Background: an optimization exercise with open tools, aiming at small area, a short achievable clock period and few clock cycles per item. Do not read the settings as production practice. Only simulation tests tie the RTL to the original design; equivalence was not proved.

## path_option_payoff
module path_option_payoff #(
  parameter int MAX_PATH_LEN = pop_pkg::MaxPathLen
) (
  input  logic                       clk_i,
  input  logic                       rst_ni,
  input  logic                       sample_valid_i,
  output logic                       sample_ready_o,
  input  logic [pop_pkg::PriceW-1:0] sample_price_i,
  input  logic                       sample_last_i,
  output logic                       result_valid_o,
  input  logic                       result_ready_i,
  output logic [pop_pkg::PriceW-1:0] result_payoff_o,
  output logic                       result_crossed_o,
  input  logic                       cfg_valid_i,
  output logic                       cfg_ready_o,
  input  logic [pop_pkg::CfgIdxW-1:0] cfg_index_i,
  input  logic [pop_pkg::CfgDataW-1:0] cfg_data_i
);
Size: roughly 390 flip-flops, about 110 I/O pins.
clock: 11.0 ns
lec_check: 0
cap_margin: 20
core_margin: 2
core_utilization: 65
setup_slack_margin: 5
slew_margin: 20
standard.sh (not shown) runs the stock make flow with config.mk's settings and CLKGATE_MAP_FILE= SYNTH_SCRIPT=/design/flow/synth_recipe.tcl, a recipe that flattens the netlist after the stock synthesis.
==> flow/flow/run.sh <==
#!/bin/bash
set -euo pipefail
bash standard.sh SETUP_SLACK_MARGIN=6.3 finish > standard.log 2>&1
Testbench counts at the start, summed over its fixed seeds: cycles 68,934, paths 2,560.
==> next run, changes <==
Settings changed: CORE_UTILIZATION 65 to 55.
Global-route usage goes down by 5.4 points.
Die area goes up by about 18%.
Cell count goes up by 2.0%.
Wire length goes up by 2.7%.
==> next run, changes <==
Settings changed: CTS_BUF_LIST from default to sky130_fd_sc_hd__clkbuf_4 sky130_fd_sc_hd__clkbuf_8.
After rerunning: The new run finished clean; worst setup slack got worse by 50 ps; critical path depth went up by 1; sequential share of layout area barely changes; global-route usage hardly moves; worst hold slack improved by 8.5 ps; wire length is about the same; clock-buffer cell count went up by 47; die area does not change.
==> next run, changes <==
==> flow/flow/run.sh (replaced) <==
#!/bin/bash
set -euo pipefail
bash standard.sh SETUP_SLACK_MARGIN=6 finish > standard.log 2>&1
Settings changed: CTS_BUF_LIST sky130_fd_sc_hd__clkbuf_4 sky130_fd_sc_hd__clkbuf_8 to default.
After rerunning: The changed run ran to the end with no violations; non-clock buffer count falls by 22; clock-buffer cell count shrinks by 51; area after synthesis is unchanged.

---

The RTL this note starts from:
==> flow/design.v <==
package pop_pkg;
  localparam int PriceW     = 32;
  localparam int DiscW      = 17;
  localparam int ModeW      = 2;
  localparam int CfgIdxW    = 2;
  localparam int CfgDataW   = 32;
  localparam int MaxPathLen = 1024;
  typedef enum logic [ModeW-1:0] {
    PopCall     = 2'd0,
    PopLookback = 2'd1,
    PopBarrier  = 2'd2,
    PopCompound = 2'd3
  } pop_mode_e;
  typedef enum logic [CfgIdxW-1:0] {
    RegPayoffMode     = 2'd0,
    RegStrikeLevel    = 2'd1,
    RegSecondLevel    = 2'd2,
    RegDiscountFactor = 2'd3
  } pop_reg_e;
  typedef enum logic [2:0] {
    StIdle,
    StLbMul,
    StLbSub,
    StDisc,
    StRound,
    StDivPrep,
    StDiv,
    StCmp
  } pop_state_e;
endpackage
module path_option_payoff #(
  parameter int MAX_PATH_LEN = pop_pkg::MaxPathLen
) (
  input  logic                       clk_i,
  input  logic                       rst_ni,
  input  logic                       sample_valid_i,
  output logic                       sample_ready_o,
  input  logic [pop_pkg::PriceW-1:0] sample_price_i,
  input  logic                       sample_last_i,
  output logic                       result_valid_o,
  input  logic                       result_ready_i,
  output logic [pop_pkg::PriceW-1:0] result_payoff_o,
  output logic                       result_crossed_o,
  input  logic                       cfg_valid_i,
  output logic                       cfg_ready_o,
  input  logic [pop_pkg::CfgIdxW-1:0] cfg_index_i,
  input  logic [pop_pkg::CfgDataW-1:0] cfg_data_i
);
  localparam int CntW = $clog2(MAX_PATH_LEN + 1);
  localparam int SumW = 32 + CntW;
  logic [1:0]  mode_q;
  logic [31:0] strike_q;
  logic [31:0] second_q;
  logic [16:0] disc_q;
  assign cfg_ready_o = 1'b1;
  always_ff @(posedge clk_i or negedge rst_ni) begin
    if (!rst_ni) begin
      mode_q   <= 2'd0;
      strike_q <= '0;
      second_q <= '0;
      disc_q   <= 17'd65536;
    end else if (cfg_valid_i) begin
      case (cfg_index_i)
        2'd0: mode_q   <= cfg_data_i[1:0];
        2'd1: strike_q <= cfg_data_i;
        2'd2: second_q <= cfg_data_i;
        default: disc_q <= cfg_data_i[16:0];
      endcase
    end
  end
  logic m_look, m_comp, m_bar;
  assign m_look = (mode_q == 2'd1);
  assign m_bar  = (mode_q == 2'd2);
  assign m_comp = (mode_q == 2'd3);
  logic        s_mul1_q, s_sub_q, s_mul2_q, s_div_q, s_done_q;
  logic        s_idle;
  logic [4:0]  step_q;
  logic [31:0] xn_q;
  logic [31:0] b_q;
  logic        bx_q, by_q;
  logic [31:0] acc_q;
  logic        pcr_q;
  logic        post_idle;
  assign s_idle    = !(s_mul1_q || s_sub_q || s_mul2_q || s_div_q || s_done_q);
  assign post_idle = s_idle || (s_done_q && result_ready_i);
  logic        rdy_q;
  logic [31:0] x_q;
  logic        v_q;
  logic        lst_q;
  logic        acc_s;
  assign sample_ready_o = rdy_q;
  assign acc_s = sample_valid_i && rdy_q;
  always_ff @(posedge clk_i) begin
    if (rdy_q) begin
      x_q   <= sample_price_i;
      lst_q <= sample_last_i;
    end
  end
  logic [31:0]     min_q;
  logic            cr_q;
  logic [CntW-1:0] cnt_q;
  logic            first_q;    
  logic            pend_q;     
  logic [31:0]     ex_q;       
  logic            v2_q;       
  logic            first2_q;   
  logic take, blk, proc;
  assign take = pend_q && post_idle;
  assign blk  = pend_q && !post_idle;
  assign proc = v_q && !blk;
  logic [32:0] diff;
  logic        above;
  logic        cnt_ok;
  logic [31:0] ex_d;
  always_comb begin
    diff   = {1'b0, x_q} - {1'b0, second_q};
    above  = !diff[32] && (diff[31:0] != '0);
    cnt_ok = first_q || !cnt_q[CntW-1];
    if (!proc)                     ex_d = '0;
    else if (!m_comp)              ex_d = x_q;
    else if (diff[32] || !cnt_ok)  ex_d = '0;
    else                           ex_d = diff[31:0];
  end
  always_ff @(posedge clk_i) begin
    ex_q <= ex_d;
    if (proc) begin
      min_q <= (first_q || (x_q < min_q)) ? x_q : min_q;
      cr_q  <= (cr_q && !first_q) || above;
      cnt_q <= first_q ? CntW'(1) : (cnt_q + CntW'(!cnt_q[CntW-1]));
    end
  end
  logic [SumW-1:0] sum_q;
  logic [SumW-1:0] sum_n;
  assign sum_n = ((v2_q && (first2_q || !m_comp)) ? '0 : sum_q) + SumW'(ex_q);
  always_ff @(posedge clk_i) begin
    sum_q <= sum_n;
  end
  logic pend_d, v_d, rdy_d;
  logic s_idle_d;
  assign pend_d = (proc && lst_q) || (pend_q && !take);
  assign v_d    = acc_s || (v_q && blk);
  assign rdy_d  = !(v_d && pend_d && !s_idle_d);
  always_ff @(posedge clk_i or negedge rst_ni) begin
    if (!rst_ni) begin
      rdy_q    <= 1'b1;
      v_q      <= 1'b0;
      first_q  <= 1'b1;
      pend_q   <= 1'b0;
      v2_q     <= 1'b0;
      first2_q <= 1'b0;
    end else begin
      rdy_q    <= rdy_d;
      v_q      <= v_d;
      pend_q   <= pend_d;
      v2_q     <= proc;
      first2_q <= proc && first_q;
      if (proc) first_q <= lst_q;
    end
  end
  logic [31:0] mul_m;
  logic [3:0]  dig;
  logic [35:0] t;
  assign mul_m = s_mul1_q ? second_q : {15'd0, disc_q};
  assign dig   = b_q[3:0];
  assign t     = {4'd0, acc_q}
               + (dig[0] ? {4'd0, mul_m}        : 36'd0)
               + (dig[1] ? {3'd0, mul_m, 1'b0}  : 36'd0)
               + (dig[2] ? {2'd0, mul_m, 2'b0}  : 36'd0)
               + (dig[3] ? {1'd0, mul_m, 3'b0}  : 36'd0);
  logic [31:0] mul_res;
  assign mul_res = t[20] ? '1 : {t[19:0], b_q[31:20]};
  logic [10:0] dv;
  logic [9:0]  r0, r1, r2;
  logic [1:0]  qb;
  logic [10:0] s1, s2;
  logic [11:0] d1, d2;
  assign dv = xn_q[10:0];
  always_comb begin
    r0 = acc_q[9:0];
    s1 = {r0, bx_q};
    d1 = {1'b0, s1} - {1'b0, dv};
    qb[1] = !d1[11];
    r1 = qb[1] ? d1[9:0] : s1[9:0];
    s2 = {r1, b_q[31]};
    d2 = {1'b0, s2} - {1'b0, dv};
    qb[0] = !d2[11];
    r2 = qb[0] ? d2[9:0] : s2[9:0];
  end
  logic [31:0] sa, sb;
  logic        scin;
  logic        szero;
  logic [32:0] sd;
  logic [31:0] sres;
  always_comb begin
    if (m_comp) begin
      sa    = strike_q;
      sb    = b_q;
      scin  = by_q;
      szero = 1'b0;
    end else if (m_look) begin
      sa    = xn_q;
      sb    = {acc_q[15:0], b_q[31:16]};
      scin  = 1'b0;
      szero = (acc_q[31:16] != '0);
    end else begin
      sa    = xn_q;
      sb    = strike_q;
      scin  = 1'b0;
      szero = m_bar && pcr_q;
    end
    sd   = {1'b0, sa} - {1'b0, sb} - 33'(scin);
    sres = (sd[32] || szero) ? '0 : sd[31:0];
  end
  logic mul_last, div_last;
  assign mul_last = (step_q[2:0] == 3'd7);
  assign div_last = (step_q == 5'd16);
  logic n_mul1, n_sub, n_mul2, n_div, n_done;
  always_comb begin
    n_mul1 = (take && m_look) || (s_mul1_q && !mul_last);
    n_div  = (take && m_comp) || (s_div_q && !div_last);
    n_sub  = (take && !m_look && !m_comp) || (s_mul1_q && mul_last) || (s_div_q && div_last);
    n_mul2 = (s_sub_q && !m_comp) || (s_mul2_q && !mul_last);
    n_done = (s_sub_q && m_comp) || (s_mul2_q && mul_last) || (s_done_q && !result_ready_i && !take);
    s_idle_d = !(n_mul1 || n_div || n_sub || n_mul2 || n_done);
  end
  always_ff @(posedge clk_i or negedge rst_ni) begin
    if (!rst_ni) begin
      s_mul1_q <= 1'b0;
      s_sub_q  <= 1'b0;
      s_mul2_q <= 1'b0;
      s_div_q  <= 1'b0;
      s_done_q <= 1'b0;
      step_q   <= '0;
    end else begin
      s_mul1_q <= n_mul1;
      s_sub_q  <= n_sub;
      s_mul2_q <= n_mul2;
      s_div_q  <= n_div;
      s_done_q <= n_done;
      if (s_sub_q || (s_mul1_q && mul_last) || (s_div_q && div_last) || !(s_mul1_q || s_mul2_q || s_div_q))
        step_q <= '0;
      else
        step_q <= step_q + 5'd1;
    end
  end
  always_ff @(posedge clk_i) begin
    if (take) begin
      pcr_q <= cr_q;
      xn_q  <= m_comp ? {21'd0, cnt_q} : sum_n[31:0];
    end else if (s_mul2_q && mul_last) begin
      xn_q  <= mul_res;
    end else if (s_sub_q && m_comp) begin
      xn_q  <= sres;
    end
  end
  always_ff @(posedge clk_i) begin
    if (s_mul1_q || s_mul2_q) begin
      acc_q <= t[35:4];
      b_q   <= {t[3:0], b_q[31:4]};
    end else if (s_sub_q) begin
      acc_q <= 32'h0000_8000;
      b_q   <= sres;
    end else if (s_div_q) begin
      acc_q[9:0]  <= r2;
      {bx_q, b_q, by_q} <= {b_q, by_q, qb};
    end else begin
      b_q   <= m_comp ? sum_n[31:0] : min_q;
      bx_q  <= sum_n[32];
      by_q  <= 1'b0;
      acc_q <= m_comp ? {23'd0, sum_n[SumW-1:33]} : 32'h0000_7FFF;
    end
  end
  assign result_valid_o   = s_done_q;
  assign result_payoff_o  = xn_q;
  assign result_crossed_o = pcr_q;
endmodule
make LEC_CHECK=0 CAP_MARGIN=20 CORE_MARGIN=2 CORE_UTILIZATION=40 SLEW_MARGIN=20 finish   # period 11.0 ns
run.sh (not shown) runs the stock make flow with config.mk's settings and CLKGATE_MAP_FILE= SYNTH_SCRIPT=/design/flow/synth_recipe.tcl, a recipe that flattens the netlist after the stock synthesis.
Stock flow here: none of the scripts above is used.
Testbench counts at the start, summed over its fixed seeds: cycles 70,838, paths 2,560.
Rerun with:
CORE_UTILIZATION = 55   (was 40)
SETUP_SLACK_MARGIN = 5   (was unset)
What happened: Count of clock-buffer cells in the layout climbs by 4; wire length climbs by about 1.3%; via count climbs by 1.9%; clock skew drops by 21 ps; non-clock buffer count climbs by 10; die area drops by about 27%; final area hardly moves; core utilization climbs by 17 points.

[static timing again, ports no longer ideal]
The results above use ideal ports. As a check the final layouts listed here were re-extracted and re-timed, cells and wires unchanged.
Step 1 sets driving cells, clkbuf_16 on the clock port and buf_2 on the other inputs (assumed; they add their load-dependent delay and slew).
Step 2 times the ports against the registers' clock, not the clock port: input delays grow and output delays shrink by t, the midpoint of the rising clock arrivals with the driver on.
Slacks: ideal / step 1 / step 2; pairs: ideal / step 1.
| run | t, ns | setup WS [ns] | pins driven straight from the clock port |
|---|---|---|---|
| the first run of note 1 | 0.649 | 6.352 / 6.352 / 5.935 | 1 |
| the second run of note 1 | 0.649 | 6.356 / 6.356 / 5.877 | 1 |
| the third run of note 1 | 0.712 | 6.305 / 6.305 / 5.892 | 1 |
| the fourth run of note 1 | 0.645 | 6.174 / 6.174 / 5.784 | 1 |
| the first run of note 2 | 0.621 | 4.669 / 4.669 / 4.669 | 1 |
| the second run of note 2 | 0.633 | 5.218 / 5.218 / 5.218 | 1 |
After both steps every run listed still meets setup and hold. For the second run of note 1, which loses most, drivers alone change the setup slack by 0.000 ns; drivers and shift together by -0.479 ns.
